Source: an optimization exercise on an open RTL-to-GDS flow (aim: small area). Production flows keep margins and buffers that such runs may drop. RTL that was checked went through simulation tests only; none was proved equivalent to the original. For runs 1, 3 and 4, only the layout was checked, not whether the RTL still works. Power and IR drop assume default switching activity.

==> constraint.sdc <==
create_clock -name core_clock -period 5.0 [get_ports {clk}]
set_input_delay 1.0000 -clock core_clock [delete_from_list [all_inputs] [get_ports {clk}]]
set_output_delay 1.0000 -clock core_clock [all_outputs]
set_load 0.01 [all_outputs]
==> config.mk <==
export PLATFORM = sky130hd
export DESIGN_NAME = pio_req_unit
export DESIGN_NICKNAME = pio_req_unit
export VERILOG_FILES = /design/flow/design.v
export SDC_FILE = /design/flow/constraint.sdc
export NUM_CORES = 4
export LEC_CHECK = 0
export CAP_MARGIN = 20
export CORE_MARGIN = 2
export CORE_UTILIZATION = 65
export CTS_BUF_LIST = sky130_fd_sc_hd__clkbuf_8 sky130_fd_sc_hd__clkbuf_16
export CTS_CLUSTER_DIAMETER = 60
export CTS_CLUSTER_SIZE = 40
export SLEW_MARGIN = 20
export SYNTH_HIERARCHICAL = 1
==> design.v <==
`default_nettype none
package pio_pkg;
   typedef struct packed {
      logic [5-1:0]  thr_id;
      logic [2-1:0]  buf_id;
      logic [3-1:0] size;
      logic [40-1:0] addr;
      logic [64-1:0] data;
   } ucb_req_t;
   typedef struct packed {
      logic [64-43-1:0] pad;
      logic [43-1:0]             map_addr;
   } pio_hdr_t;
   typedef union packed {
      pio_hdr_t                hdr;
      logic [64-1:0]  raw;
   } pio_payload_u;
   typedef struct packed {
      logic                   is_data;
      logic                   rw;         
      logic [1:0]             dest;
      logic [5-1:0]  thr_id;
      logic [2-1:0]  buf_id;
      logic [3-1:0] size;
      logic                   dword;      
      logic                   word_sel;   
      pio_payload_u           payload;
   } queue_word_t;
   typedef struct packed {
      logic                   rw;
      logic [1:0]             dest;
      logic [15:0]            be;
      logic [64-1:0] ad;
      logic [5-1:0]  thr_id;
      logic [2-1:0]  buf_id;
   } pio_out_t;
   typedef struct packed {
      logic [16-1:0] addr;
      logic [32-1:0]      data;
   } csr_wr_t;
endpackage
`default_nettype wire
`timescale 1ns/1ps
`default_nettype none
module pio_rdmux #(
   parameter int N = 16,
   parameter int W = 51
) (
   input  wire logic [N-1:0] sel,
   input  wire logic [N*W-1:0] din,
   output logic      [W-1:0] dout
);
   always_comb begin
      dout = '0;
      for (int i = 0; i < N; i++)
         dout = dout | (din[i*W +: W] & {W{sel[i]}});
   end
endmodule
`default_nettype wire
`timescale 1ns/1ps
`default_nettype none
module pio_req_unit (
   input  wire logic        clk,
   input  wire logic        rst,
   input  wire logic [3:0]  max_pio,
   input  wire logic        rd_vld,
   input  wire logic        wr_vld,
   input  wire logic [4:0]  req_thr_id,
   input  wire logic [1:0]  req_buf_id,
   input  wire logic [2:0]  req_size,
   input  wire logic [39:0] req_addr,
   input  wire logic [63:0] req_data,
   output logic             req_accepted,
   output logic             csr_wr,
   output logic [15:0]      csr_wr_addr,
   output logic [31:0]      csr_wr_data,
   output logic [15:0]      csr_rd_addr,
   output logic             csr_rd_ack,
   output logic [4:0]       csr_ack_thr,
   output logic [1:0]       csr_ack_buf,
   input  wire logic        pio_pop,
   input  wire logic        rd_done,
   output logic             pio_req,
   output logic             pio_data_vld,
   output logic             pio_out_rw,
   output logic [1:0]       pio_out_dest,
   output logic [15:0]      pio_out_be,
   output logic [63:0]      pio_out_ad,
   output logic [4:0]       pio_out_thr_id,
   output logic [1:0]       pio_out_buf_id
);
   logic st_hdr;     
   logic st_data;    
   logic idle;
   logic req_vld;
   logic csr_hit;
   logic q_full;
   logic take;
   assign idle    = ~st_hdr & ~st_data;
   assign req_vld = rd_vld | wr_vld;
   assign csr_hit = req_addr[39:24] == 16'h8000;
   assign take    = idle & req_vld & ~csr_hit & ~q_full;
   always_ff @(posedge clk) begin
      if (rst) begin
         st_hdr  <= 1'b0;
         st_data <= 1'b0;
      end else begin
         st_hdr  <= take;
         st_data <= st_hdr & wr_vld;
      end
   end
   assign req_accepted = (st_hdr & ~wr_vld) | st_data | (idle & req_vld & csr_hit);
   assign csr_wr      = idle & wr_vld & csr_hit;
   assign csr_rd_ack  = idle & rd_vld & csr_hit;
   assign csr_wr_addr = req_addr[15:0];
   assign csr_wr_data = req_data[31:0];
   assign csr_rd_addr = req_addr[15:0];
   assign csr_ack_thr = req_thr_id;
   assign csr_ack_buf = req_buf_id;
   logic        push;
   logic [50:0] push_word;
   logic [4:0]  wptr;
   logic [4:0]  rptr;
   logic        push_d1;
   logic [4:0]  level;
   logic        head_vld;
   logic        pop;
   logic [50:0] mem [0:15];
   logic [50:0] hw;
   assign push      = st_hdr | st_data;
   assign push_word = st_data ? req_data[50:0]
                              : {req_size, req_buf_id, req_thr_id, ~wr_vld, req_addr};
   always_ff @(posedge clk) begin
      if (push)
         mem[wptr[3:0]] <= push_word;
   end
   logic [15:0] rsel;
   always_comb begin
      rsel = '0;
      rsel[rptr[3:0]] = 1'b1;
   end
   logic [16*51-1:0] mem_flat;
   always_comb
      for (int i = 0; i < 16; i++)
         mem_flat[i*51 +: 51] = mem[i];
   pio_rdmux #(.N(16), .W(51)) rdmux_q (.sel(rsel), .din(mem_flat), .dout(hw));
   always_ff @(posedge clk) begin
      if (rst) begin
         wptr    <= '0;
         rptr    <= '0;
         push_d1 <= 1'b0;
      end else begin
         if (push)
            wptr <= wptr + 1'b1;
         if (pop)
            rptr <= rptr + 1'b1;
         push_d1 <= push;
      end
   end
   assign level    = wptr - rptr;
   assign head_vld = (level != 5'd0) & ~(push_d1 & (level == 5'd1));
   assign q_full   = level[4] | (level[3:0] == 4'hf);
   logic [2:0]  swptr;
   logic [2:0]  srptr;
   logic [12:0] smem [0:7];
   logic [12:0] sw;
   always_ff @(posedge clk) begin
      if (st_data)
         smem[swptr] <= req_data[63:51];
   end
   logic [7:0] ssel;
   always_comb begin
      ssel = '0;
      ssel[srptr] = 1'b1;
   end
   logic [8*13-1:0] smem_flat;
   always_comb
      for (int i = 0; i < 8; i++)
         smem_flat[i*13 +: 13] = smem[i];
   pio_rdmux #(.N(8), .W(13)) rdmux_s (.sel(ssel), .din(smem_flat), .dout(sw));
   logic       hd;         
   logic       h_rw;
   logic       stall_rd;
   logic       rd_inc;
   logic [4:0] pend_cnt;
   assign h_rw = hw[40];
   assign pop  = pio_pop & head_vld;
   always_ff @(posedge clk) begin
      if (rst) begin
         hd    <= 1'b0;
         swptr <= '0;
         srptr <= '0;
      end else begin
         if (pop)
            hd <= ~hd & ~h_rw;
         if (st_data)
            swptr <= swptr + 1'b1;
         if (pop & hd)
            srptr <= srptr + 1'b1;
      end
   end
   assign pio_data_vld = head_vld & hd;
   assign pio_req      = head_vld & ~hd & ~(h_rw & stall_rd);
   assign rd_inc   = pop & ~hd & h_rw;
   assign stall_rd = pend_cnt > {1'b0, max_pio};
   always_ff @(posedge clk) begin
      if (rst)
         pend_cnt <= '0;
      else if (rd_inc & ~rd_done)
         pend_cnt <= pend_cnt + 1'b1;
      else if (~rd_inc & rd_done & (pend_cnt != '0))
         pend_cnt <= pend_cnt - 1'b1;
   end
   logic [39:0] ha;
   logic        r_hi80;    
   logic        r_a;       
   logic        r_c;       
   logic [1:0]  dest;
   assign ha     = hw[39:0];
   assign r_hi80 = ha[39:32] == 8'h80;
   assign r_a    = r_hi80 & (ha[31:28] == 4'h0);
   assign r_c    = ~r_hi80;
   always_comb begin
      if (r_a)
         dest = (ha[27:24] == 4'hE) ? 2'd2 : (ha[27:24] == 4'hF) ? 2'd3 : 2'd1;
      else if (r_c)
         dest = (ha[39:38] == 2'b11) ? (ha[37] ? 2'd3 : 2'd2) : 2'd1;
      else
         dest = 2'd0;
   end
   logic [2:0]  h_size;
   logic [7:0]  pre_be;
   logic [7:0]  shift_be;
   assign h_size = hw[50:48];
   always_comb begin
      case (h_size)
         3'd0:    pre_be = 8'h01;
         3'd1:    pre_be = 8'h03;
         3'd2:    pre_be = 8'h0f;
         default: pre_be = 8'hff;
      endcase
   end
   assign shift_be = pre_be << ha[2:0];
   always_comb begin
      if (h_size == 3'd4)
         pio_out_be = 16'hffff;
      else if (ha[3])
         pio_out_be = {shift_be, 8'h00};
      else
         pio_out_be = {8'h00, shift_be};
   end
   assign pio_out_rw     = h_rw;
   assign pio_out_dest   = dest;
   assign pio_out_thr_id = hw[45:41];
   assign pio_out_buf_id = hw[47:46];
   assign pio_out_ad[31:0]  = hw[31:0];
   assign pio_out_ad[39:32] = hw[39:32] & {8{hd | r_c}};
   assign pio_out_ad[40]    = hd ? hw[40] : r_c;
   assign pio_out_ad[41]    = hd ? hw[41] : ~r_a;
   assign pio_out_ad[42]    = hd ? hw[42] : 1'b1;
   assign pio_out_ad[50:43] = hw[50:43] & {8{hd}};
   assign pio_out_ad[63:51] = sw & {13{hd}};
endmodule
`default_nettype wire
==> run.sh <==
#!/bin/bash
# synth_recipe.tcl (not shown) runs the flow's synth.tcl, then flattens the netlist and writes it again
# the make line also repeats each setting of config.mk as NAME=value (left out here)
make -C /OpenROAD-flow-scripts/flow DESIGN_CONFIG=/design/flow/config.mk WORK_HOME=/design/flow/orfs CLKGATE_MAP_FILE= SYNTH_SCRIPT=/design/flow/synth_recipe.tcl finish
==> results.py, run 1 <==
metrics = {
    "layout": {
        "fillers": 3161,
        "area_delta_synth_final_pct": 17.4,
        "diodes": 0,
        "stdcell_area_um2": 43000,
        "final_cell_mix": "edfxtp_1 (920), clkdlybuf4s50_1 (270), a22o_1 (204)",
        "fin_util": 0.767,
        "final_common_cell": "edfxtp_1",
        "layout-drive-gt1-share": 0.181,
        "nets": 2534,
        "instances_no_fill": 3177,
    },
    "floorplanning": {
        "fp.dieW_um": 241,
        "die_h_um": 241,
        "initial_utilization": 0.653,
        "die_area_um2": 58300,
        "fp-row-count": 87,
        "design.core.area_um2": 56100,
        "boundaryPins": 290,
    },
    "synth": {
        "postSynthAreaPerCell_um2": 17.7,
        "ys_ff_latch": 945,
        "seq_area_frac_synth": 0.768,
        "syn_inst": 2071,
        "netlist.area_leader.share": 0.754,
        "ys_top_cells_by_area": "edfxtp_1 (75%), a22o_1 (4.9%), a221oi_1 (4.9%)",
        "synth_area_um2": 36600,
        "syn-num-nets": 2221,
        "ys_dominant_reg_cell": "edfxtp_1",
        "synth_edf_count": 920,
        "ys_warn_count": 9,
        "synth_top_area_cell": "edfxtp_1",
        "synthArstFlopShare": 0,
        "synth.distinct_cells": 52,
    },
    "sta": {
        "fin_crit_sh": 1.02,
        "fin_worst_skew_ns": 0.0464,
        "fin_tns_setup_ns": -0.401,
        "hold_slack_ns": 0.524,
        "hold_violations": 0,
        "timing.fmax_mhz": 195,
        "setup_viol": 4,
        "finalWorstSetupSlack_ns": -0.121,
        "min_period_ns": 5.12,
        "relSlewSlack": 0.258,
        "rsz0062_at_grt": "true",
        "tightest_slew_ns": 1.11,
        "slew_violations": 0,
    },
    "worst_setup_path": {
        "cp-end-kind": "primary output",
        "crit_family": "buffers and inverters",
        "path_buf_inv": 6,
        "crit_required_ns": 4.00,
        "critPathKind": "register to primary output",
        "slowest_stage": "clkdlybuf4s50_1",
        "cp-start-kind": "register",
        "max_stage_delay_ns": 0.49,
        "crit_chain": "nor2_4 > xnor2_2 > nor2_1 > a21oi_4 > buf_6 > nor2_4 > buf_12 > a22o_1 > a221oi_1 > nand4_1 > buf_4 > buf_4 > buf_4 > o21ai_0 > a21oi_1 > nor2_1 > o21ai_0 > clkdlybuf4s50_1",
        "path_max_fanout": 31,
        "arrival_ns": 4.12,
        "crit_top_cell": "buf_4",
    },
    "routing": {
        "routed_wl_mm": 92.2,
        "drt_iter0_drc": 2554,
        "viasPerCell": 6.75,
        "dr.pass1.iters": 7,
        "drtAntennaViolNets": 0,
        "routedWlPerCell_um": 29.0,
        "vias": 21400,
        "drcViolationCount": 0,
    },
    "power_and_ir_drop": {
        "fin_total_pwr_mw": 22.4,
        "irDropWorstVdd_mv": 0.649,
        "leakagePower_nw": 13.9,
        "powerDensity_nw_per_um2": 520,
    },
    "placed_design": {
        "portBuffers": 289,
        "dpl.hpwl_mm": 52.3,
        "place_area_um2": 40300,
        "place_inst": 3026,
        "post-place-ws_ns": -0.256,
        "place_congestion": 0.825,
    },
    "global_routing": {
        "grt_pass1_vias": 20400,
        "grt_usage": 0.311,
        "grt_overflow_total": 0,
        "grt_start_max_net_pins": 60,
        "antenna_found_initial": 0,
        "grt_first_pass_wirelength_mm": 131,
    },
    "run_status": {
        "status": "complete, but fails checks",
        "failed_checks": "setup timing",
    },
    "clock_tree": {
        "clockBufferDepth": 3,
        "cts_max_level": 2,
        "cts_hold_buf": 0,
        "root_buffer": "clkbuf_16",
        "clkTransAtPathRegs_ns": 0.11,
        "numCtsBuffers": 47,
        "cts.sinks": 945,
        "clk_latency_ns": 0.65,
        "tritoncts": "built",
    },
    "min_path": {
        "hold_class": "register to register",
    },
    "job": {
        "timing.max_cap.violations": 0,
    },
}
## tightest hold or removal path: cells and delay by family, from the launching register on
kind | cells | cell delay [ns]
flops | 1 | 0.34
compound gates | 2 | 0.14
## where the power goes
part / leakage, nW / total [mW] / internal [mW] / switching [mW]
clock network: 0.841 / 4.77 / 2.02 / 2.75
logic: 4.56 / 8.39 / 3.94 / 4.45
registers: 8.49 / 9.22 / 9.09 / 0.130
## final cells by class
type	count	area, um^2	share of cell area
inverters	20	82.6	0.00192
flip-flops and latches	945	28100	0.654
well taps	756	946	0.0220
multi-input cells	906	7660	0.178
repair buffers	464	4430	0.103
clock inverters	37	519	0.0121
clock buffers	49	1230	0.0285
## final timing paths
path	startpoint	endpoint	slack, ns	cells after the start
worst max register to register	rptr[3]$_SDFFE_PP0N_	pend_cnt[4]$_SDFFE_PP0P_	0.31	21
worst min register to register	rptr[4]$_SDFFE_PP0N_	rptr[4]$_SDFFE_PP0N_	0.52	2
worst max-delay path	rptr[0]$_SDFFE_PP0N_	pio_out_be[15]	-0.12	18
worst min-delay path	rptr[4]$_SDFFE_PP0N_	rptr[4]$_SDFFE_PP0N_	0.52	2
## metal layers
metal | part of all wire | track usage
met4 | 0.025 | 0.0836
met1 | 0.38 | 0.430
met3 | 0.099 | 0.0628
met5 | 0 | 0
met2 | 0.49 | 0.514
## kinds of logic (layout without fill, tap and decap cells)
logic type	count (synthesis)	count (layout)	share of synthesized area
buffers and inverters	228	570	0.0418
AOI/OAI and AO/OA	534	534	0.120
DFF	945	945	0.768
xor gates and xnor gates	14	14	0.00355
muxes	61	61	0.0190
adders and majority gates	26	26	0.00929
and+or+nand+nor	263	271	0.0383
## synth_stat cells (3+ instances only)
cell	n
o21ai_0	31
a22oi_1	52
mux2_2	51
nor4_1	7
a22o_1	204
nor3_1	15
dfxtp_1	25
nand4_1	66
clkbuf_1	75
a31oi_1	5
a21oi_1	23
nor2_1	62
or2_2	5
xnor2_1	7
and2_1	29
a221oi_1	203
mux2_4	4
nor2b_1	13
ha_1	24
buf_4	75
buf_2	4
mux2i_1	5
nand2_1	33
or3_1	5
nand2b_1	13
inv_1	20
edfxtp_1	920
buf_6	52
xor2_1	6
o21ai_2	3
nand3_1	6
## timing repair
item	CTS	global route
pin swaps	22	24
setup buffers	34	24
gates cloned	6	2
resized for setup	80	64
setup endpoints to repair	55	22
## flip-flops by register name, indices dropped and copies added, names as in the netlist, 3 cells and up
register	count
srptr	3
mem	816
smem	104
swptr	3
rptr	5
wptr	5
pend_cnt	5
==> inputs of run 2 (changes only) <==
--- a/design.v
+++ b/design.v
@@ -40,21 +40,4 @@
    } csr_wr_t;
 endpackage
-`default_nettype wire
-`timescale 1ns/1ps
-`default_nettype none
-module pio_rdmux #(
-   parameter int N = 16,
-   parameter int W = 51
-) (
-   input  wire logic [N-1:0] sel,
-   input  wire logic [N*W-1:0] din,
-   output logic      [W-1:0] dout
-);
-   always_comb begin
-      dout = '0;
-      for (int i = 0; i < N; i++)
-         dout = dout | (din[i*W +: W] & {W{sel[i]}});
-   end
-endmodule
 `default_nettype wire
 `timescale 1ns/1ps
@@ -135,14 +118,5 @@
          mem[wptr[3:0]] <= push_word;
    end
-   logic [15:0] rsel;
-   always_comb begin
-      rsel = '0;
-      rsel[rptr[3:0]] = 1'b1;
-   end
-   logic [16*51-1:0] mem_flat;
-   always_comb
-      for (int i = 0; i < 16; i++)
-         mem_flat[i*51 +: 51] = mem[i];
-   pio_rdmux #(.N(16), .W(51)) rdmux_q (.sel(rsel), .din(mem_flat), .dout(hw));
+   assign hw = mem[rptr[3:0]];
    always_ff @(posedge clk) begin
       if (rst) begin
@@ -169,14 +143,5 @@
          smem[swptr] <= req_data[63:51];
    end
-   logic [7:0] ssel;
-   always_comb begin
-      ssel = '0;
-      ssel[srptr] = 1'b1;
-   end
-   logic [8*13-1:0] smem_flat;
-   always_comb
-      for (int i = 0; i < 8; i++)
-         smem_flat[i*13 +: 13] = smem[i];
-   pio_rdmux #(.N(8), .W(13)) rdmux_s (.sel(ssel), .din(smem_flat), .dout(sw));
+   assign sw = smem[srptr];
    logic       hd;         
    logic       h_rw;
==> config.mk (replaced) <==
export PLATFORM = sky130hd
export DESIGN_NAME = pio_req_unit
export DESIGN_NICKNAME = pio_req_unit
export VERILOG_FILES = /design/flow/design.v
export SDC_FILE = /design/flow/constraint.sdc
export NUM_CORES = 4
export LEC_CHECK = 0
export CAP_MARGIN = 20
export CORE_MARGIN = 2
export CORE_UTILIZATION = 40
export SLEW_MARGIN = 20
==> results.py, run 2 <==
metrics = {
    "run_status": {
        "status": "timing/DRC/antenna clean",
    },
    "global_routing": {
        "grt_overflow_total": 0,
        "grt_usage": 0.181,
        "grt_start_max_net_pins": 60,
        "grt_first_pass_wirelength_mm": 130,
        "antenna_found_initial": 4,
        "grt_pass1_vias": 19500,
    },
    "worst_setup_path": {
        "cp-start-kind": "register",
        "path_max_fanout": 31,
        "slowest_stage": "clkdlybuf4s50_1",
        "max_stage_delay_ns": 0.61,
        "critPathKind": "register to primary output",
        "cp-end-kind": "primary output",
        "crit_family": "buffers and inverters",
        "arrival_ns": 3.92,
        "path_buf_inv": 2,
        "crit_required_ns": 4.00,
        "crit_chain": "buf_12 > mux4_2 > a22oi_1 > nand2_1 > nand4b_1 > o221a_2 > and4b_1 > a21oi_1 > clkdlybuf4s50_1",
    },
    "routing": {
        "viasPerCell": 5.42,
        "routed_wl_mm": 89.6,
        "dr.pass1.iters": 5,
        "vias": 18400,
        "drt_iter0_drc": 1710,
        "drtAntennaViolNets": 0,
        "drcViolationCount": 0,
        "routedWlPerCell_um": 26.4,
    },
    "synth": {
        "ys_warn_count": 1,
        "seq_area_frac_synth": 0.743,
        "syn_inst": 1755,
        "synthArstFlopShare": 0,
        "synth_area_um2": 38100,
        "netlist.area_leader.share": 0.726,
        "ys_ff_latch": 952,
        "ys_dominant_reg_cell": "edfxtp_1",
        "ys_top_cells_by_area": "edfxtp_1 (73%), mux4_2 (16%), dfxtp_1 (1.7%)",
        "synth.distinct_cells": 55,
        "synthTopCellsByCount": "edfxtp_1 (920), mux4_2 (264), buf_4 (75), mux2_2 (55), nor2_1 (52)",
        "synth_top_area_cell": "edfxtp_1",
        "syn-num-nets": 1899,
        "synth_edf_count": 920,
        "post-synth-top-count-cell": "edfxtp_1",
        "postSynthAreaPerCell_um2": 21.7,
    },
    "floorplanning": {
        "die_h_um": 313,
        "initial_utilization": 0.402,
        "die_area_um2": 97700,
        "fp-row-count": 113,
        "fp.dieW_um": 313,
        "design.core.area_um2": 94700,
        "boundaryPins": 290,
    },
    "clock_tree": {
        "cts.sinks": 952,
        "cts_max_level": 3,
        "clockBufferDepth": 3,
        "tritoncts": "built",
        "cts_hold_buf": 0,
        "clkTransAtPathRegs_ns": 0.06,
        "clk_latency_ns": 0.66,
        "root_buffer": "clkbuf_16",
        "numCtsBuffers": 93,
    },
    "sta": {
        "relSlewSlack": 0.244,
        "setup_viol": 0,
        "rsz0062_at_grt": "true",
        "fin_tns_setup_ns": 0,
        "slew_violations": 0,
        "hold_violations": 0,
        "finalWorstSetupSlack_ns": 0.0822,
        "fin_worst_skew_ns": 0.0410,
        "tightest_slew_ns": 1.13,
        "min_period_ns": 4.92,
        "hold_slack_ns": 0.507,
        "fin_crit_sh": 0.984,
        "timing.fmax_mhz": 203,
    },
    "layout": {
        "fin_util": 0.480,
        "multi_input_area_um2": 8920,
        "final_common_cell": "edfxtp_1",
        "nets": 2200,
        "area_delta_synth_final_pct": 19.5,
        "seqCellArea_um2": 28300,
        "layout-drive-gt1-share": 0.270,
        "largest_reg_flops": 816,
        "fillers": 7669,
        "final_cell_mix": "edfxtp_1 (920), clkdlybuf4s50_1 (288), mux4_2 (264)",
        "stdcell_area_um2": 45500,
    },
    "job": {
        "timing.max_cap.violations": 0,
    },
    "min_path": {
        "holdCritStartpoint": "st_hdr$_SDFF_PP0_",
        "hold_class": "register to register",
    },
    "placed_design": {
        "place_area_um2": 42200,
        "post-place-ws_ns": 0.306,
        "portBuffers": 289,
        "dpl.hpwl_mm": 50.7,
        "place_congestion": 0.804,
    },
    "power_and_ir_drop": {
        "leakagePower_nw": 14.1,
        "irDropWorstVdd_mv": 0.276,
        "powerDensity_nw_per_um2": 477,
    },
}
run 2: cell types whose count changed after synthesis, sizes merged, moves of 11 or more:
cell | before | now
mux4 | 0 | 272
a221oi | 204 | 1
a22o | 204 | 3
nand4 | 66 | 6
a22oi | 52 | 10
clkbuf | 75 | 37
and2 | 29 | 14
buf | 133 | 120
mux2i | 5 | 18
o21ai | 34 | 22
nor2b | 13 | 24
run 2: final cells by class:
cell class	instances	share of cell area
diodes	1	0.0000550
clock buffers	105	0.0528
clock inverters	66	0.0140
inverters	14	0.00116
multi-input cells	632	0.196
flip-flops and latches	952	0.622
well taps	1265	0.0348
repair buffers	363	0.0791
run 2: cells by family after synthesis:
| group | count (synthesis) | synth area share |
|---|---|---|
| compound gates | 73 | 0.0124 |
| xor+xnor | 15 | 0.00345 |
| fa+ha+maj | 20 | 0.00697 |
| buf+inv | 171 | 0.0274 |
| flops | 952 | 0.743 |
| mux | 345 | 0.183 |
| simple gates | 179 | 0.0245 |
run 2: routing by layer:
layer,vias up,GRT usage,part of all wire
met5,-,0,0
met4,0,0.0430,0.015
met3,99,0.0263,0.052
met2,521,0.316,0.52
met1,9922,0.241,0.42
li1,7865,-,-
run 2: what timing repair did:
action,4_1_cts,5_1_grt
cloned,0,2
endpoints found under the setup margin,19,11
pin swaps,0,1
gates resized for setup,5,8
buffers inserted,1,8
run 2: final timing paths:
check                                  end  slack, ns  depth (start not counted)
hold reg to reg         st_data$_SDFF_PP0_       0.51                          2
setup / recovery             pio_out_be[6]       0.08                          9
setup reg to reg  pend_cnt[4]$_SDFFE_PP0P_       1.02                         12
hold / removal          st_data$_SDFF_PP0_       0.51                          2
run 2: worst min-delay path, delay by kind of cell, from the launching register on:
family | cells | cell delay [ns]
flip-flops | 1 | 0.34
AND/OR/NAND/NOR | 2 | 0.14
run 2: metrics by stage:
stage	power (mW)	instances
finish	21.7	3398
global route	22.6	3398
CTS	21.8	3387
detailed placement	14.9	3215
global placement	14.8	3215
floorplan	12.8	1755
run 2: report_power, final:
group          total, mW  switching (mW)  internal, mW
combinational       5.41            2.66          2.75
clock               6.94            2.95          3.99
sequential          9.36           0.185          9.17
==> inputs of run 3 (changes only) <==
--- a/design.v
+++ b/design.v
@@ -40,4 +40,27 @@
    } csr_wr_t;
 endpackage
+`default_nettype wire
+`timescale 1ns/1ps
+`default_nettype none
+module pio_tnext (
+   input  wire logic q,
+   input  wire logic col,
+   input  wire logic frc,
+   output logic      d
+);
+   assign d = ~((col & frc) | q);
+endmodule
+`default_nettype wire
+`timescale 1ns/1ps
+`default_nettype none
+module pio_rdmux #(
+   parameter int N = 16
+) (
+   input  wire logic [N-1:0] sel,
+   input  wire logic [N-1:0] din,
+   output logic              dout
+);
+   assign dout = |(sel & din);
+endmodule
 `default_nettype wire
 `timescale 1ns/1ps
@@ -102,5 +125,4 @@
    assign csr_ack_buf = req_buf_id;
    logic        push;
-   logic [50:0] push_word;
    logic [4:0]  wptr;
    logic [4:0]  rptr;
@@ -109,14 +131,33 @@
    logic        head_vld;
    logic        pop;
+   logic        ph;
+   logic [50:0] hdr_word;
+   logic [50:0] col [0:1];
+   logic [15:0] frc;
    logic [50:0] mem [0:15];
    logic [50:0] hw;
-   assign push      = st_hdr | st_data;
-   assign push_word = st_data ? req_data[50:0]
-                              : {req_size, req_buf_id, req_thr_id, ~wr_vld, req_addr};
-   always_ff @(posedge clk) begin
-      if (push)
-         mem[wptr[3:0]] <= push_word;
-   end
-   assign hw = mem[rptr[3:0]];
+   logic        f_cur;     
+   logic        f_nxt;     
+   assign push     = st_hdr | st_data;
+   assign hdr_word = {req_size, req_buf_id, req_thr_id, ~wr_vld, req_addr};
+   assign f_cur    = take | st_hdr | st_data;
+   assign f_nxt    = st_hdr & wr_vld;
+   always_comb begin
+      for (int b = 0; b < 2; b++)
+         col[b] = (((wptr[0] == b[0]) & ~st_data) ? hdr_word : req_data[50:0]) ^ {51{ph}};
+      frc = '0;
+      frc[wptr[3:0]]        = f_cur;
+      frc[wptr[3:0] + 4'd1] = f_nxt;
+   end
+   logic [50:0] mem_d [0:15];
+   for (genvar i = 0; i < 16; i++) begin : g_row
+      for (genvar j = 0; j < 51; j++) begin : g_bit
+         pio_tnext tnext (.q(mem[i][j]), .col(col[i % 2][j]), .frc(frc[i]), .d(mem_d[i][j]));
+      end
+   end
+   always_ff @(posedge clk) begin
+      for (int i = 0; i < 16; i++)
+         mem[i] <= mem_d[i];
+   end
    always_ff @(posedge clk) begin
       if (rst) begin
@@ -124,4 +165,5 @@
          rptr    <= '0;
          push_d1 <= 1'b0;
+         ph      <= 1'b0;
       end else begin
          if (push)
@@ -130,18 +172,58 @@
             rptr <= rptr + 1'b1;
          push_d1 <= push;
-      end
-   end
+         ph      <= ~ph;
+      end
+   end
+   logic [15:0]      rsel;
+   logic [50:0]      hw_raw;
+   always_comb begin
+      rsel = '0;
+      rsel[rptr[3:0]] = 1'b1;
+   end
+   for (genvar j = 0; j < 51; j++) begin : g_rd
+      logic [15:0] bits;
+      for (genvar i = 0; i < 16; i++)
+         assign bits[i] = mem[i][j];
+      pio_rdmux #(.N(16)) rdmux (.sel(rsel), .din(bits), .dout(hw_raw[j]));
+   end
+   assign hw = hw_raw ^ {51{ph}};
    assign level    = wptr - rptr;
    assign head_vld = (level != 5'd0) & ~(push_d1 & (level == 5'd1));
    assign q_full   = level[4] | (level[3:0] == 4'hf);
-   logic [2:0]  swptr;
-   logic [2:0]  srptr;
-   logic [12:0] smem [0:7];
-   logic [12:0] sw;
-   always_ff @(posedge clk) begin
-      if (st_data)
-         smem[swptr] <= req_data[63:51];
-   end
-   assign sw = smem[srptr];
+   logic [2:0]      swptr;
+   logic [2:0]      srptr;
+   logic [12:0]     scol;
+   logic            sfrc;
+   logic [12:0]     smem [0:7];
+   logic [7:0]      ssel;
+   logic [12:0]     sw_raw;
+   logic [12:0]     sw;
+   assign scol = req_data[63:51] ^ {13{ph}};
+   assign sfrc = f_nxt | st_data;
+   logic [12:0] smem_d [0:7];
+   logic [7:0]  sfrow;
+   always_comb
+      for (int i = 0; i < 8; i++)
+         sfrow[i] = sfrc & (swptr == 3'(i));
+   for (genvar i = 0; i < 8; i++) begin : g_srow
+      for (genvar j = 0; j < 13; j++) begin : g_bit
+         pio_tnext tnext (.q(smem[i][j]), .col(scol[j]), .frc(sfrow[i]), .d(smem_d[i][j]));
+      end
+   end
+   always_ff @(posedge clk) begin
+      for (int i = 0; i < 8; i++)
+         smem[i] <= smem_d[i];
+   end
+   always_comb begin
+      ssel = '0;
+      ssel[srptr] = 1'b1;
+   end
+   for (genvar j = 0; j < 13; j++) begin : g_srd
+      logic [7:0] bits;
+      for (genvar i = 0; i < 8; i++)
+         assign bits[i] = smem[i][j];
+      pio_rdmux #(.N(8)) rdmux (.sel(ssel), .din(bits), .dout(sw_raw[j]));
+   end
+   assign sw = sw_raw ^ {13{ph}};
    logic       hd;         
    logic       h_rw;
==> flow/run.sh (new file) <==
#!/bin/bash
# Standard layout with three changes: combinational cells start at their
# smallest drive strength after floorplan (repair then upsizes where timing,
# slew or load needs it), ports are buffered with buf_1, and CTS inserts no
# dummy loads.
set -e
F=$(cd "$(dirname "${BASH_SOURCE[0]}")" && pwd)
export POST_FLOORPLAN_TCL=$F/downsize.tcl
export BUFFER_PORTS_ARGS="-buffer_cell sky130_fd_sc_hd__buf_1"
export CTS_ARGS="-sink_clustering_enable -repair_clock_nets -dont_use_dummy_load"
cp standard.sh standard_sh.log
bash standard.sh > standard.log 2>&1
==> flow/downsize.tcl (new file) <==
# Swap every cell to the smallest-area drive variant of the same function
# (same base name and pins); later repair upsizes where needed.
set db [ord::get_db]
set block [ord::get_db_block]
set dont_use {}
if { [info exists ::env(DONT_USE_CELLS)] } { set dont_use $::env(DONT_USE_CELLS) }
set variants [dict create]
foreach lib [$db getLibs] {
  foreach m [$lib getMasters] {
    set n [$m getName]
    if { [regexp {^(sky130_fd_sc_hd__[a-z0-9]+)_([0-9]+)$} $n -> base drv] } {
      if { [lsearch -exact $dont_use $n] >= 0 } { continue }
      if { [get_lib_cells -quiet */$n] eq "" } { continue }
      dict lappend variants $base $m
    }
  }
}
set swapped 0
set saved 0.0
foreach inst [$block getInsts] {
  set m [$inst getMaster]
  set n [$m getName]
  if { ![regexp {^(sky130_fd_sc_hd__[a-z0-9]+)_([0-9]+)$} $n -> base drv] } { continue }
  if { ![dict exists $variants $base] } { continue }
  set best $m
  set best_area [expr { [$m getWidth] * [$m getHeight] }]
  foreach c [dict get $variants $base] {
    set a [expr { [$c getWidth] * [$c getHeight] }]
    if { $a < $best_area } {
      set same 1
      set pins {}
      foreach t [$m getMTerms] { lappend pins [$t getName] }
      set cpins {}
      foreach t [$c getMTerms] { lappend cpins [$t getName] }
      if { [lsort $pins] ne [lsort $cpins] } { continue }
      set best $c
      set best_area $a
    }
  }
  if { $best ne $m } {
    set saved [expr { $saved + ([$m getWidth] * [$m getHeight] - $best_area) / 1e6 }]
    replace_cell [$inst getName] [$best getName]
    incr swapped
  }
}
puts "downsize: swapped $swapped cells, saved [format %.1f $saved] um2"
==> standard.sh (new file) <==
#!/bin/bash
# synth_recipe.tcl (not shown) runs the flow's synth.tcl, then flattens the netlist and writes it again
# the make line also repeats each setting of config.mk as NAME=value (left out here)
make -C /OpenROAD-flow-scripts/flow DESIGN_CONFIG=/design/flow/config.mk WORK_HOME=/design/flow/orfs CLKGATE_MAP_FILE= SYNTH_SCRIPT=/design/flow/synth_recipe.tcl "${@:-finish}"
--- a/config.mk
+++ b/config.mk
@@ -10,2 +10,3 @@
 export CORE_UTILIZATION = 40
 export SLEW_MARGIN = 20
+export SYNTH_HIERARCHICAL = 1
removed: run.sh
==> results.py, run 3 <==
metrics = {
    "power_and_ir_drop": {
        "p_sw_mw": 11.0,
        "p_sw_frac": 0.385,
        "leakagePower_nw": 15.7,
        "powerDensity_nw_per_um2": 694,
        "irDropWorstVdd_mv": 0.764,
        "power_frac_clock": 0.215,
        "pwr-share-comb": 0.389,
        "p_seq_frac": 0.396,
        "internal_power_mw": 17.6,
    },
    "clock_tree": {
        "cts.sinks": 946,
        "root_buffer": "clkbuf_16",
        "clockBufferDepth": 3,
        "cts_max_level": 3,
        "cts_hold_buf": 0,
        "clk_latency_ns": 0.67,
        "numCtsBuffers": 97,
        "tritoncts": "built",
        "clkTransAtPathRegs_ns": 0.06,
    },
    "global_routing": {
        "grt_start_max_net_pins": 52,
        "grt_first_pass_wirelength_mm": 173,
        "grt_usage": 0.226,
        "antenna_found_initial": 2,
        "grt_overflow_total": 0,
        "grt_pass1_vias": 27200,
    },
    "worst_setup_path": {
        "cp-start-kind": "register",
        "arrival_ns": 4.01,
        "critPathKind": "register to primary output",
        "crit_required_ns": 4.00,
        "cp-end-kind": "primary output",
        "path_max_fanout": 14,
    },
    "synth": {
        "synthArstFlopShare": 0,
        "ys_warn_count": 15,
        "ys_ff_latch": 946,
        "netlist.area_leader.share": 0.489,
        "synthTopCellsByCount": "dfxtp_1 (946), a21oi_2 (920), a221oi_2 (204), a22o_1 (204), xnor2_1 (136)",
        "synth_top_area_cell": "dfxtp_1",
        "seq_area_frac_synth": 0.489,
        "syn_inst": 3228,
        "synth.distinct_cells": 59,
        "synth_edf_count": 0,
        "ys_dominant_reg_cell": "dfxtp_1",
        "synth_area_um2": 38700,
        "syn-num-nets": 3383,
        "ys_top_cells_by_area": "dfxtp_1 (49%), a21oi_2 (21%), a221oi_2 (7.9%)",
        "postSynthAreaPerCell_um2": 12.0,
        "post-synth-top-count-cell": "dfxtp_1",
    },
    "sta": {
        "tightest_slew_ns": 1.15,
        "fin_crit_sh": 1.00,
        "hold_violations": 0,
        "finalWorstSetupSlack_ns": -0.00827,
        "timing.fmax_mhz": 200,
        "rsz0062_at_grt": "true",
        "min_period_ns": 5.01,
        "fin_worst_skew_ns": 0.110,
        "hold_slack_ns": 0.404,
        "relSlewSlack": 0.228,
        "fin_tns_setup_ns": -0.00827,
        "setup_viol": 1,
        "slew_violations": 0,
    },
    "layout": {
        "final_cell_mix": "a21oi_1 (944), dfxtp_1 (942), buf_1 (278)",
        "area_delta_synth_final_pct": 6.19,
        "fillers": 9197,
        "nets": 3826,
        "final_common_cell": "a21oi_1",
        "layout-drive-gt1-share": 0.114,
        "seqCellArea_um2": 19000,
        "instances_no_fill": 4945,
        "largest_reg_flops": 816,
        "multi_input_area_um2": 15000,
        "diodes": 0,
    },
    "routing": {
        "vias": 28600,
        "dr.pass1.iters": 7,
        "drt_iter0_drc": 2525,
        "viasPerCell": 5.79,
        "drtAntennaViolNets": 0,
        "routed_wl_mm": 118,
        "drcViolationCount": 0,
        "routedWlPerCell_um": 23.8,
    },
    "placed_design": {
        "post-place-ws_ns": -0.192,
        "place_congestion": 0.849,
        "portBuffers": 289,
        "dpl.hpwl_mm": 71.7,
        "place_inst": 4790,
    },
    "floorplanning": {
        "fp-row-count": 114,
        "boundaryPins": 290,
        "die_h_um": 315,
        "initial_utilization": 0.402,
        "die_area_um2": 99300,
        "design.core.area_um2": 96300,
        "fp.dieW_um": 315,
    },
    "run_status": {
        "failed_checks": "setup timing",
        "status": "complete, but fails checks",
    },
    "job": {
        "timing.max_cap.violations": 0,
    },
    "min_path": {
        "hold_class": "register to register",
    },
}
[run 3: worst paths after layout]
check / start / cells after the start / slack [ns] / to
max: rptr[1]$_SDFFE_PP0N_ / 18 / -0.008 / pio_out_dest[0]
min: mem[2][8]$_DFF_P_ / 1 / 0.40 / mem[2][8]$_DFF_P_
max reg2reg: rptr[2]$_SDFFE_PP0N_ / 20 / 0.51 / pend_cnt[4]$_SDFFE_PP0P_
min reg2reg: mem[2][8]$_DFF_P_ / 1 / 0.40 / mem[2][8]$_DFF_P_
[run 3: kinds of logic after synthesis]
family / after synthesis / synth area share
xor gates and xnor gates: 202 / 0.0462
DFF: 946 / 0.489
buffers and inverters: 154 / 0.0228
muxes: 112 / 0.0295
AOI/OAI and AO/OA: 1504 / 0.364
adders and majority gates: 31 / 0.0104
and+or+nand+nor: 279 / 0.0383
[run 3: per-module statistics from Yosys (local to each module, per instance), excerpt]
module / flops+latches / times used / cells / area, um^2
pio_tnext: 0 / 920 / 1 / 8.76
pio_req_unit: 946 / 1 / 1784 / 25000
[run 3: power groups by stage]
stage / Clock [mW] / Combinational (mW) / Sequential (mW)
detailed placement: 0 / 9.90 / 11.3
global placement: 0 / 9.78 / 11.4
floorplan: 0 / 8.28 / 11.6
finish: 6.13 / 11.1 / 11.3
CTS: 6.20 / 10.3 / 11.2
global route: 6.49 / 11.9 / 11.6
[run 3: final cells by class]
class,instances,share of cell area
multi-input cells,2128,0.364
repair buffers,471,0.0746
inverters,27,0.00265
well taps,1276,0.0388
clock buffers,97,0.0590
flip-flops and latches,946,0.461
[run 3: critical path, cell delays in order, from the launching register on]
cell and delay [ns]:
dfxtp_4 0.38, inv_6 0.07, ha_4 0.16, buf_6 0.13, nor3_2 0.05, a21oi_1 0.14
buf_4 0.18, nor2b_4 0.05, buf_4 0.15, buf_12 0.16, buf_6 0.14, a221oi_2 0.27
nand4_1 0.16, or4_4 0.53, o21ai_4 0.18, buf_6 0.13, o21ai_0 0.10, a21oi_1 0.21
buf_4 0.19
[run 3: routing by layer]
layer / global-route usage / part of all wire / up-vias
met1: 0.318 / 0.45 / 13900
met5: 0 / 0.000094 / -
met3: 0.0373 / 0.077 / 247
met2: 0.352 / 0.44 / 1276
met4: 0.0750 / 0.030 / 2
li1: - / - / 13200
[run 3: per-stage QoR]
step	utilization	instance area [um^2]	power, mW
6_report	0.427	41100	28.5
3_3_place_gp	0.389	37500	21.1
5_1_grt	0.427	41100	30.0
3_5_place_dp	0.389	37500	21.2
4_1_cts	0.419	40300	27.7
2_1_floorplan	-	39200	19.9
[run 3: repair_timing]
item                       4_1_cts  5_1_grt
gates cloned                     1        4
resized for setup               42      122
pin swaps                       15       36
setup endpoints to repair       24       23
buffers inserted                25       28
==> inputs of run 4 (changes only) <==
--- a/flow/run.sh
+++ b/flow/run.sh
@@ -8,5 +8,5 @@
 export POST_FLOORPLAN_TCL=$F/downsize.tcl
 export BUFFER_PORTS_ARGS="-buffer_cell sky130_fd_sc_hd__buf_1"
-export CTS_ARGS="-sink_clustering_enable -repair_clock_nets -dont_use_dummy_load"
+export CTS_ARGS="-sink_clustering_enable -repair_clock_nets -dont_use_dummy_load -sink_clustering_size 30 -sink_clustering_max_diameter 80"
 cp standard.sh standard_sh.log
 bash standard.sh > standard.log 2>&1
--- a/config.mk
+++ b/config.mk
@@ -9,4 +9,5 @@
 export CORE_MARGIN = 2
 export CORE_UTILIZATION = 40
+export SETUP_SLACK_MARGIN = 0.15
 export SLEW_MARGIN = 20
 export SYNTH_HIERARCHICAL = 1
==> results.py, run 4 <==
metrics = {
    "power_and_ir_drop": {
        "internal_power_mw": 15.8,
        "powerDensity_nw_per_um2": 659,
        "leakagePower_nw": 15.0,
        "p_sw_mw": 10.6,
        "fin_total_pwr_mw": 26.4,
        "irDropWorstVdd_mv": 0.734,
        "p_sw_frac": 0.403,
        "power_frac_clock": 0.144,
        "p_seq_frac": 0.427,
        "pwr-share-comb": 0.429,
    },
    "floorplanning": {
        "die_h_um": 315,
        "initial_utilization": 0.402,
        "boundaryPins": 290,
        "design.core.area_um2": 96300,
        "die_area_um2": 99300,
        "fp-row-count": 114,
        "fp.dieW_um": 315,
    },
    "worst_setup_path": {
        "crit_chain": "nor2_4 > xnor2_2 > and2_4 > inv_1 > o21ai_2 > buf_4 > and2_4 > buf_16 > a221oi_4 > nand4_1 > or3b_4 > nor3_4 > a31oi_4 > nor3_4 > buf_6 > a21oi_2 > buf_2",
        "critPathKind": "register to primary output",
        "cp-end-kind": "primary output",
        "arrival_ns": 3.96,
        "path_max_fanout": 25,
        "max_stage_delay_ns": 0.47,
        "cp-start-kind": "register",
        "crit_required_ns": 4.00,
        "slowest_stage": "or3b_4",
    },
    "routing": {
        "dr.pass1.iters": 6,
        "drcViolationCount": 0,
        "drtAntennaViolNets": 0,
        "routed_wl_mm": 119,
        "drt_iter0_drc": 2455,
        "viasPerCell": 5.80,
        "routedWlPerCell_um": 24.3,
        "vias": 28400,
    },
    "clock_tree": {
        "root_buffer": "clkbuf_16",
        "clk_latency_ns": 0.65,
        "numCtsBuffers": 41,
        "clkTransAtPathRegs_ns": 0.09,
        "cts_max_level": 2,
        "cts.sinks": 946,
        "tritoncts": "built",
        "clockBufferDepth": 3,
    },
    "layout": {
        "largest_reg_flops": 816,
        "layout-drive-gt1-share": 0.102,
        "nets": 3768,
        "final_common_cell": "dfxtp_1",
        "area_delta_synth_final_pct": 3.31,
        "diodes": 0,
        "instances_no_fill": 4887,
        "final_cell_mix": "dfxtp_1 (941), a21oi_1 (940), buf_1 (276)",
    },
    "global_routing": {
        "grt_start_max_net_pins": 82,
        "antenna_found_initial": 2,
        "grt_usage": 0.227,
        "grt_overflow_total": 0,
        "grt_pass1_vias": 26600,
        "grt_first_pass_wirelength_mm": 173,
    },
    "sta": {
        "rsz0062_at_grt": "true",
        "relSlewSlack": 0.231,
        "setup_viol": 0,
        "fin_crit_sh": 0.991,
        "hold_violations": 0,
        "timing.fmax_mhz": 202,
        "finalWorstSetupSlack_ns": 0.0449,
        "fin_worst_skew_ns": 0.108,
        "hold_slack_ns": 0.411,
        "tightest_slew_ns": 1.15,
        "fin_tns_setup_ns": 0,
        "slew_violations": 0,
        "min_period_ns": 4.96,
    },
    "synth": {
        "synth_top_area_cell": "dfxtp_1",
        "syn_inst": 3228,
        "synth_edf_count": 0,
        "postSynthAreaPerCell_um2": 12.0,
        "synth_area_um2": 38700,
        "synthTopCellsByCount": "dfxtp_1 (946), a21oi_2 (920), a221oi_2 (204), a22o_1 (204), xnor2_1 (136)",
        "ys_warn_count": 15,
        "synth.distinct_cells": 59,
        "synthArstFlopShare": 0,
        "seq_area_frac_synth": 0.489,
        "netlist.area_leader.share": 0.489,
        "post-synth-top-count-cell": "dfxtp_1",
        "syn-num-nets": 3383,
        "ys_dominant_reg_cell": "dfxtp_1",
        "ys_ff_latch": 946,
        "ys_top_cells_by_area": "dfxtp_1 (49%), a21oi_2 (21%), a221oi_2 (7.9%)",
    },
    "placed_design": {
        "place_congestion": 0.822,
        "portBuffers": 289,
        "post-place-ws_ns": -0.0251,
        "dpl.hpwl_mm": 68.3,
        "place_inst": 4771,
    },
    "min_path": {
        "hold_class": "register to register",
    },
    "job": {
        "timing.max_cap.violations": 0,
    },
    "run_status": {
        "status": "timing/DRC/antenna clean",
    },
}
[run 4: area by class of cell]
type                            count  area, um^2
Sequential cell                   946       19000
Clock buffer                       41        1030
Tap cell                         1276        1600
Timing Repair Buffer              469        3300
Multi-Input combinational cell   2128       15000
Fill cell                        9284       56300
Inverter                           27         110
[run 4: path summary, 6_finish.rpt]
path	start	to	slack, ns	depth (start not counted)
worst max-delay path	rptr[1]$_SDFFE_PP0N_	pio_out_ad[40]	0.04	17
worst min-delay path	mem[5][20]$_DFF_P_	mem[5][20]$_DFF_P_	0.41	1
worst min register to register	mem[5][20]$_DFF_P_	mem[5][20]$_DFF_P_	0.41	1
worst max register to register	rptr[1]$_SDFFE_PP0N_	pend_cnt[4]$_SDFFE_PP0P_	0.52	20
[run 4: through the flow]
stage                     utilization  instance area, um^2
final                           0.416                40000
after global routing            0.416                40000
after CTS                       0.408                39300
after detailed placement        0.387                37300
after global placement          0.387                37300
after floorplan                     -                39300
[run 4: power by group through the flow]
stage	Sequential [mW]	Combinational, mW	Clock [mW]
after floorplan	11.6	8.30	0
after global routing	11.5	12.1	4.08
after detailed placement	11.3	9.97	0
final	11.3	11.3	3.79
after CTS	11.2	10.6	3.84
after global placement	11.3	9.88	0
[run 4: cell families after synthesis]
| kind of cell | Yosys count | share of synthesized area |
|---|---|---|
| adders and majority gates | 31 | 0.0104 |
| AOI/OAI and AO/OA | 1504 | 0.364 |
| xor gates and xnor gates | 202 | 0.0462 |
| DFF | 946 | 0.489 |
| buffers and inverters | 154 | 0.0228 |
| and+or+nand+nor | 279 | 0.0383 |
| muxes | 112 | 0.0295 |
[run 4: routing by layer]
| metal | vias to the layer above | wire (um) | part of all wire | GRT usage |
|---|---|---|---|---|
| li1 | 13000 | - | - | - |
| met1 | 14000 | 53700 | 0.45 | 0.323 |
| met2 | 1111 | 53200 | 0.45 | 0.358 |
| met3 | 199 | 8010 | 0.068 | 0.0249 |
| met4 | 2 | 3550 | 0.030 | 0.0736 |
| met5 | - | 7 | 0.000059 | 0 |
[run 4: worst max-delay path: cells and delay by family, from the launching register on]
kind,cells,cell delay (ns)
flip-flops,1,0.40
AO/OA/AOI/OAI,4,0.50
buffers and inverters,5,0.73
AND/OR/NAND/NOR,7,1.55
XOR/XNOR,1,0.14
[run 4: modules after synthesis, one instance, submodules excluded, excerpt]
module / area (um^2) / times used / cells inside / flops+latches
pio_req_unit: 25000 / 1 / 1784 / 946
pio_tnext: 8.76 / 920 / 1 / 0
[run 4: timing repair]
item | 4_1_cts | 5_1_grt
hold endpoints to repair | 0 | 0
gates resized for setup | 95 | 92
gates cloned | 8 | 7
pin swaps | 36 | 35
endpoints found under the setup margin | 30 | 24
buffers inserted | 35 | 26
hold buffers | 0 | 0
==> inputs of run 5 (changes only) <==
--- a/design.v
+++ b/design.v
@@ -125,6 +125,5 @@
    assign csr_ack_buf = req_buf_id;
    logic        push;
-   logic [4:0]  wptr;
-   logic [4:0]  rptr;
+   logic [3:0]  wptr;
    logic        push_d1;
    logic [4:0]  level;
@@ -147,6 +146,6 @@
          col[b] = (((wptr[0] == b[0]) & ~st_data) ? hdr_word : req_data[50:0]) ^ {51{ph}};
       frc = '0;
-      frc[wptr[3:0]]        = f_cur;
-      frc[wptr[3:0] + 4'd1] = f_nxt;
+      frc[wptr]        = f_cur;
+      frc[wptr + 4'd1] = f_nxt;
    end
    logic [50:0] mem_d [0:15];
@@ -163,5 +162,5 @@
       if (rst) begin
          wptr    <= '0;
-         rptr    <= '0;
+         level   <= '0;
          push_d1 <= 1'b0;
          ph      <= 1'b0;
@@ -169,6 +168,5 @@
          if (push)
             wptr <= wptr + 1'b1;
-         if (pop)
-            rptr <= rptr + 1'b1;
+         level   <= level + 5'(push) - 5'(pop);
          push_d1 <= push;
          ph      <= ~ph;
@@ -177,7 +175,9 @@
    logic [15:0]      rsel;
    logic [50:0]      hw_raw;
-   always_comb begin
-      rsel = '0;
-      rsel[rptr[3:0]] = 1'b1;
+   always_ff @(posedge clk) begin
+      if (rst)
+         rsel <= 16'd1;
+      else if (pop)
+         rsel <= {rsel[14:0], rsel[15]};
    end
    for (genvar j = 0; j < 51; j++) begin : g_rd
@@ -188,5 +188,4 @@
    end
    assign hw = hw_raw ^ {51{ph}};
-   assign level    = wptr - rptr;
    assign head_vld = (level != 5'd0) & ~(push_d1 & (level == 5'd1));
    assign q_full   = level[4] | (level[3:0] == 4'hf);
==> results.py, run 5 <==
metrics = {
    "run_status": {
        "status": "timing/DRC/antenna clean",
    },
    "layout": {
        "layout-drive-gt1-share": 0.0449,
        "instances_no_fill": 4795,
        "fin_util": 0.394,
        "final_cell_mix": "a21oi_1 (959), dfxtp_1 (944), buf_1 (288)",
        "final_common_cell": "a21oi_1",
        "area_delta_synth_final_pct": -2.55,
        "nets": 3676,
        "largest_reg_flops": 816,
        "diodes": 0,
    },
    "worst_setup_path": {
        "r2r_setup_slack_ns": 1.10,
        "arrival_ns": 3.65,
        "crit_chain": "buf_4 > a22o_1 > a221oi_1 > nand4_1 > or4_1 > mux2i_1 > nand2_1 > o31ai_1 > buf_1",
        "r2r_start": "rsel[13]$_SDFFE_PP0N_",
        "crit_start": "rsel[2]$_SDFFE_PP0N_",
        "setup.worst_path.end": "pio_out_dest[0]",
        "cp-end-kind": "primary output",
        "r2r-end": "pend_cnt[4]$_SDFFE_PP0P_",
        "slowest_stage": "or4_1",
        "critPathKind": "register to primary output",
        "crit_required_ns": 4.00,
        "max_stage_delay_ns": 0.56,
        "ff2ff_path_depth": 14,
        "cp-start-kind": "register",
        "path_max_fanout": 33,
    },
    "floorplanning": {
        "die_h_um": 317,
        "fp-row-count": 114,
        "boundaryPins": 290,
        "die_area_um2": 100000,
        "design.core.area_um2": 96700,
        "initial_utilization": 0.404,
        "fp.dieW_um": 317,
    },
    "placed_design": {
        "place_congestion": 0.794,
        "dpl.hpwl_mm": 67.0,
        "portBuffers": 289,
        "place_inst": 4740,
    },
    "sta": {
        "slew_violations": 0,
        "fin_worst_skew_ns": 0.0850,
        "fin_crit_sh": 0.930,
        "timing.fmax_mhz": 215,
        "tightest_slew_ns": 1.12,
        "hold_violations": 0,
        "setup_viol": 0,
        "relSlewSlack": 0.250,
        "min_period_ns": 4.65,
        "rsz0062_at_grt": "false",
    },
    "job": {
        "timing.max_cap.violations": 0,
    },
    "synth": {
        "synth_edf_count": 0,
        "ys_warn_count": 15,
        "ys_dominant_reg_cell": "dfxtp_1",
        "ys_ff_latch": 961,
        "synth_area_um2": 39100,
        "ys_top_cells_by_area": "dfxtp_1 (49%), a21oi_2 (21%), a221oi_2 (7.8%)",
        "synthArstFlopShare": 0,
        "synth_top_area_cell": "dfxtp_1",
        "synth.distinct_cells": 71,
        "post-synth-top-count-cell": "dfxtp_1",
        "synthTopCellsByCount": "dfxtp_1 (961), a21oi_2 (920), a22o_1 (207), a221oi_2 (204), xnor2_1 (134)",
        "syn-num-nets": 3410,
        "postSynthAreaPerCell_um2": 12.0,
        "netlist.area_leader.share": 0.492,
        "seq_area_frac_synth": 0.492,
        "syn_inst": 3255,
    },
    "clock_tree": {
        "cts_max_level": 2,
        "root_buffer": "clkbuf_16",
        "post_cts_resized": 0,
        "clkTransAtPathRegs_ns": 0.11,
        "tritoncts": "built",
        "clockBufferDepth": 3,
        "cts_hold_buf": 0,
        "clk_latency_ns": 0.64,
        "cts.sinks": 961,
        "numCtsBuffers": 41,
    },
    "global_routing": {
        "grt_start_max_net_pins": 54,
        "grt_first_pass_wirelength_mm": 158,
        "grt_usage": 0.201,
        "grt_overflow_total": 0,
        "grt_pass1_vias": 25700,
        "antenna_found_initial": 2,
    },
    "routing": {
        "routed_wl_mm": 105,
        "drt_iter0_drc": 2368,
        "viasPerCell": 5.65,
        "vias": 27100,
        "drcViolationCount": 0,
        "drtAntennaViolNets": 0,
        "routedWlPerCell_um": 22.0,
        "dr.pass1.iters": 5,
    },
    "power_and_ir_drop": {
        "powerDensity_nw_per_um2": 584,
        "irDropWorstVdd_mv": 0.249,
        "leakagePower_nw": 14.1,
    },
    "min_path": {
        "hold_class": "register to register",
    },
}
==> run 5: cell types whose count changed after synthesis, sizes merged, moves of 5 or more <==
cell	change
a21oi	+10
dfxtp	+15
nor2	-7
nor2b	-14
o31ai	+5
nand3	-7
o21ai	-16
nor3	-10
nand2	+39
buf	+7
==> run 5: Yosys stat by module (local to each module, per instance), a selection <==
module	cells inside	flip-flops and latches	copies in the design	area [um^2]
pio_req_unit	1811	961	1	25400
pio_tnext	1	0	920	8.76
==> run 5: what timing repair did <==
action | CTS | global route
pin swaps | 1 | 5
endpoints found under the setup margin | 1 | 15
setup buffers | 0 | 14
==> run 5: logic make-up (layout without fill, tap and decap cells) <==
kind of cell,count (synthesis),after routing,synth area share
and+or+nand+nor,281,281,0.0372
AOI/OAI and AO/OA,1513,1513,0.363
buffers and inverters,161,425,0.0241
muxes,111,111,0.0287
adders and majority gates,31,31,0.0103
xor gates and xnor gates,197,197,0.0446
DFF,961,961,0.492
==> run 5: how the worst min path moves through the flow <==
stage | from | endpoint | slack [ns] | depth (start not counted)
2_1_floorplan | mem[0][0]$_DFF_P_ | mem[0][0]$_DFF_P_ | 0.40 | 1
3_3_place_gp | mem[2][3]$_DFF_P_ | mem[2][3]$_DFF_P_ | 0.40 | 1
3_5_place_dp | mem[4][21]$_DFF_P_ | mem[4][21]$_DFF_P_ | 0.40 | 1
4_1_cts | mem[8][40]$_DFF_P_ | mem[8][40]$_DFF_P_ | 0.41 | 1
5_1_grt | mem[5][6]$_DFF_P_ | mem[5][6]$_DFF_P_ | 0.42 | 1
6_report | mem[8][40]$_DFF_P_ | mem[8][40]$_DFF_P_ | 0.41 | 1
==> run 5: cell type report <==
type,count,area (um^2)
fillers,9586,58600
repair buffers,356,1710
well taps,1276,1600
flip-flops and latches,961,19300
multi-input cells,2133,14300
clock buffers,41,1030
inverters,28,105
==> run 5: per-stage QoR <==
step | TNS, ns | hold WS [ns] | cell area (um^2) | total power, mW | setup WS (ns)
floorplan | -106.18 | 0.399 | 39100 | 18.0 | -0.626
global route | 0 | 0.417 | 38100 | 23.6 | 0.138
global placement | 0 | 0.396 | 36900 | 18.3 | 0.887
CTS | 0 | 0.410 | 38000 | 22.2 | 0.152
finish | 0 | 0.407 | 38100 | 22.2 | 0.352
detailed placement | 0 | 0.399 | 36900 | 18.4 | 0.820
==> run 5: critical path, delay by kind of cell (launching register included) <==
| family | cells | cell delay [ns] |
|---|---|---|
| flops | 1 | 0.53 |
| mux | 1 | 0.15 |
| buf+inv | 2 | 0.50 |
| simple gates | 3 | 1.02 |
| compound gates | 3 | 0.80 |
==> run 5: metal layers <==
layer  vias up  global-route usage  wire length, um
li1      12900                   -                -
met1     13200               0.287            49400
met2       846               0.329            48200
met3       115              0.0200             5750
met4         2              0.0436             2000
met5         -                   0               13
==> run 5: power by group <==
part	leakage [nW]	switching [mW]	internal, mW
Clock	0.505	2.32	1.48
Combinational	5.12	4.04	2.46
Sequential	8.52	1.51	10.4
==> inputs of run 6 (changes only) <==
--- a/config.mk
+++ b/config.mk
@@ -6,8 +6,8 @@
 export NUM_CORES = 4
 export LEC_CHECK = 0
-export CAP_MARGIN = 20
+export CAP_MARGIN = 0
 export CORE_MARGIN = 2
-export CORE_UTILIZATION = 40
-export SETUP_SLACK_MARGIN = 0.15
-export SLEW_MARGIN = 20
+export CORE_UTILIZATION = 55
+export SETUP_SLACK_MARGIN = 0.05
+export SLEW_MARGIN = 0
 export SYNTH_HIERARCHICAL = 1
==> results.py, run 6 <==
metrics = {
    "run_status": {
        "status": "timing/DRC/antenna clean",
    },
    "sta": {
        "fin_crit_sh": 0.966,
        "setup_viol": 0,
        "hold_slack_ns": 0.409,
        "hold_violations": 0,
        "timing.fmax_mhz": 207,
        "fin_worst_skew_ns": 0.0760,
        "min_period_ns": 4.83,
        "relSlewSlack": 0.174,
        "slew_violations": 0,
        "finalWorstSetupSlack_ns": 0.169,
        "tightest_slew_ns": 1.23,
        "rsz0062_at_grt": "false",
    },
    "global_routing": {
        "gr-usage-met3": 0.0257,
        "grt_start_max_net_pins": 58,
        "grtUsageMet2": 0.489,
        "antenna_found_initial": 0,
        "grt_most_used_layer": "met2",
        "grt_usage": 0.284,
        "grt_first_pass_wirelength_mm": 164,
        "grt_pass1_vias": 27400,
        "grt_overflow_total": 0,
        "use_met1": 0.378,
    },
    "routing": {
        "vias": 28300,
        "drt_iter0_drc": 2506,
        "routed_wl_mm": 109,
        "drtAntennaViolNets": 0,
        "routedWlPerCell_um": 24.4,
        "viasPerCell": 6.33,
        "drcViolationCount": 0,
        "dr.pass1.iters": 6,
    },
    "clock_tree": {
        "root_buffer": "clkbuf_16",
        "tritoncts": "built",
        "clk_latency_ns": 0.64,
        "clkTransAtPathRegs_ns": 0.11,
        "cts.sinks": 961,
        "numCtsBuffers": 43,
        "cts_max_level": 2,
        "clockBufferDepth": 3,
    },
    "floorplanning": {
        "fp-row-count": 97,
        "initial_utilization": 0.557,
        "die_area_um2": 73200,
        "design.core.area_um2": 70100,
        "boundaryPins": 290,
        "die_h_um": 271,
        "fp.dieW_um": 271,
    },
    "synth": {
        "synthArstFlopShare": 0,
        "synth_edf_count": 0,
        "synth_area_um2": 39100,
        "synth.distinct_cells": 71,
        "ys_dominant_reg_cell": "dfxtp_1",
        "ys_top_cells_by_area": "dfxtp_1 (49%), a21oi_2 (21%), a221oi_2 (7.8%)",
        "postSynthAreaPerCell_um2": 12.0,
        "syn-num-nets": 3410,
        "syn_inst": 3255,
        "synth_top_area_cell": "dfxtp_1",
        "synthTopCellsByCount": "dfxtp_1 (961), a21oi_2 (920), a22o_1 (207), a221oi_2 (204), xnor2_1 (134)",
        "post-synth-top-count-cell": "dfxtp_1",
        "ys_ff_latch": 961,
        "netlist.area_leader.share": 0.492,
        "seq_area_frac_synth": 0.492,
        "ys_warn_count": 15,
    },
    "layout": {
        "largest_reg_flops": 816,
        "nets": 3686,
        "final_cell_mix": "a21oi_1 (959), dfxtp_1 (944), buf_1 (288)",
        "layout-drive-gt1-share": 0.0479,
        "seqCellArea_um2": 19300,
        "stdcell_area_um2": 37600,
        "multi_input_area_um2": 14300,
        "fillers": 6289,
        "area_delta_synth_final_pct": -3.73,
        "diodes": 0,
        "fin_util": 0.536,
        "final_common_cell": "a21oi_1",
    },
    "worst_setup_path": {
        "r2r-end": "mem[10][38]$_DFF_P_",
        "ff2ff_path_depth": 7,
        "arrival_ns": 3.83,
        "path_max_fanout": 32,
        "r2r_start": "wptr[1]$_SDFFE_PP0N_",
        "setup.worst_path.end": "pio_out_ad[41]",
        "critPathKind": "register to primary output",
        "cp-end-kind": "primary output",
        "crit_start": "rsel[14]$_SDFFE_PP0N_",
        "crit_required_ns": 4.00,
        "r2r_setup_slack_ns": 1.18,
        "cp-start-kind": "register",
    },
    "placed_design": {
        "dpl.hpwl_mm": 68.6,
        "place_area_um2": 36500,
        "place_congestion": 0.894,
        "post-place-ws_ns": 0.586,
        "portBuffers": 289,
    },
    "power_and_ir_drop": {
        "irDropWorstVdd_mv": 0.315,
        "powerDensity_nw_per_um2": 596,
        "leakagePower_nw": 14.2,
        "fin_total_pwr_mw": 22.4,
    },
    "min_path": {
        "min_path_cells": 1,
        "hold_class": "register to register",
    },
    "job": {
        "timing.max_cap.violations": 0,
    },
}
==> run 6: area by class of cell <==
type                       count  share of cell area
clock buffer                  43              0.0286
multi-input combinational   2133               0.381
timing repair buffer         364              0.0438
sequential                   961               0.512
inverter                      28             0.00279
tap                          940              0.0313
==> run 6: worst min path at each step <==
stage	slack, ns	endpoint	start
2_1_floorplan	0.40	mem[0][0]$_DFF_P_	mem[0][0]$_DFF_P_
6_report	0.41	mem[0][25]$_DFF_P_	mem[0][25]$_DFF_P_
5_1_grt	0.41	mem[2][26]$_DFF_P_	mem[2][26]$_DFF_P_
3_3_place_gp	0.40	mem[3][12]$_DFF_P_	mem[3][12]$_DFF_P_
3_5_place_dp	0.40	mem[6][19]$_DFF_P_	mem[6][19]$_DFF_P_
4_1_cts	0.41	mem[11][25]$_DFF_P_	mem[11][25]$_DFF_P_
==> run 6: per-stage QoR <==
step,cells,setup TNS [ns]
3_5_place_dp,4417,0
2_1_floorplan,3255,-106.18
5_1_grt,4469,0
6_report,4469,0
3_3_place_gp,4417,0
4_1_cts,4460,0
==> run 6: critical path: stages (launching register included) <==
cell      delay, ns
dfxtp_2        1.07
a221oi_1       0.24
nand4_1        0.33
or4b_1         0.47
o22ai_1        0.14
nand2_1        0.25
nor3_2         0.35
buf_4          0.19
nor2_1         0.04
buf_1          0.13
==> run 6: layer usage <==
layer  part of all wire  vias up
met2               0.48     1133
li1                   -    12900
met3              0.058      210
met1               0.43    14100
met5                  0        -
met4              0.031        0
==> run 6: cell families after synthesis <==
family	synth area share
AO/OA/AOI/OAI	0.363
XOR/XNOR	0.0446
adder cells (fa/ha/maj)	0.0103
buffers and inverters	0.0241
flip-flops	0.492
multiplexers	0.0287
AND/OR/NAND/NOR	0.0372
==> run 6: what timing repair did <==
item	in CTS	in global routing
buffers inserted	0	9
hold endpoints to repair	0	0
pin swaps	0	4
gates resized for setup	2	2
hold buffers	0	0
endpoints found under the setup margin	1	10
==> run 6: modules after synthesis, one instance, submodules excluded, excerpt <==
| module | area (um^2) | flops+latches |
|---|---|---|
| pio_tnext | 8.76 | 0 |
| pio_req_unit | 25400 | 961 |
==> run 6: power by group <==
part / leakage, nW / switching [mW] / internal [mW] / total, mW
sequential: 8.51 / 1.53 / 10.4 / 12.0
combinational: 5.14 / 4.16 / 2.41 / 6.58
clock: 0.530 / 2.32 / 1.55 / 3.87
total: 14.2 / 8.02 / 14.4 / 22.4

==> port drivers added, routing unchanged <==
The results above use ideal ports. As a check the final layouts listed here were re-extracted and re-timed, cells and wires unchanged.
Step 1: set_driving_cell puts a clkbuf_16 on clk and a buf_2 on each other input, an assumption about the parent block.
Step 2 adds t to the input delays and takes it off the output delays; t is the mean of the earliest and latest rising clock arrival at the registers after step 1. Input paths then give back, and output paths get back, about the clock's delay inside the block.
Slacks: ideal ports / drivers / drivers and shift; pairs: ideal ports / drivers.
run	t (ns)	slack for setup (ns)	worst setup path at the end
run 1	0.686	-0.121 / -0.186 / 0.308	register to register
run 2	0.699	0.082 / 0.019 / 0.521	input to output
run 3	0.693	-0.008 / -0.078 / 0.506	register to register
run 4	0.667	0.045 / -0.030 / 0.516	register to register
run 5	0.663	0.352 / 0.281 / 0.940	input to register
run 6	0.666	0.169 / 0.102 / 0.762	input to register
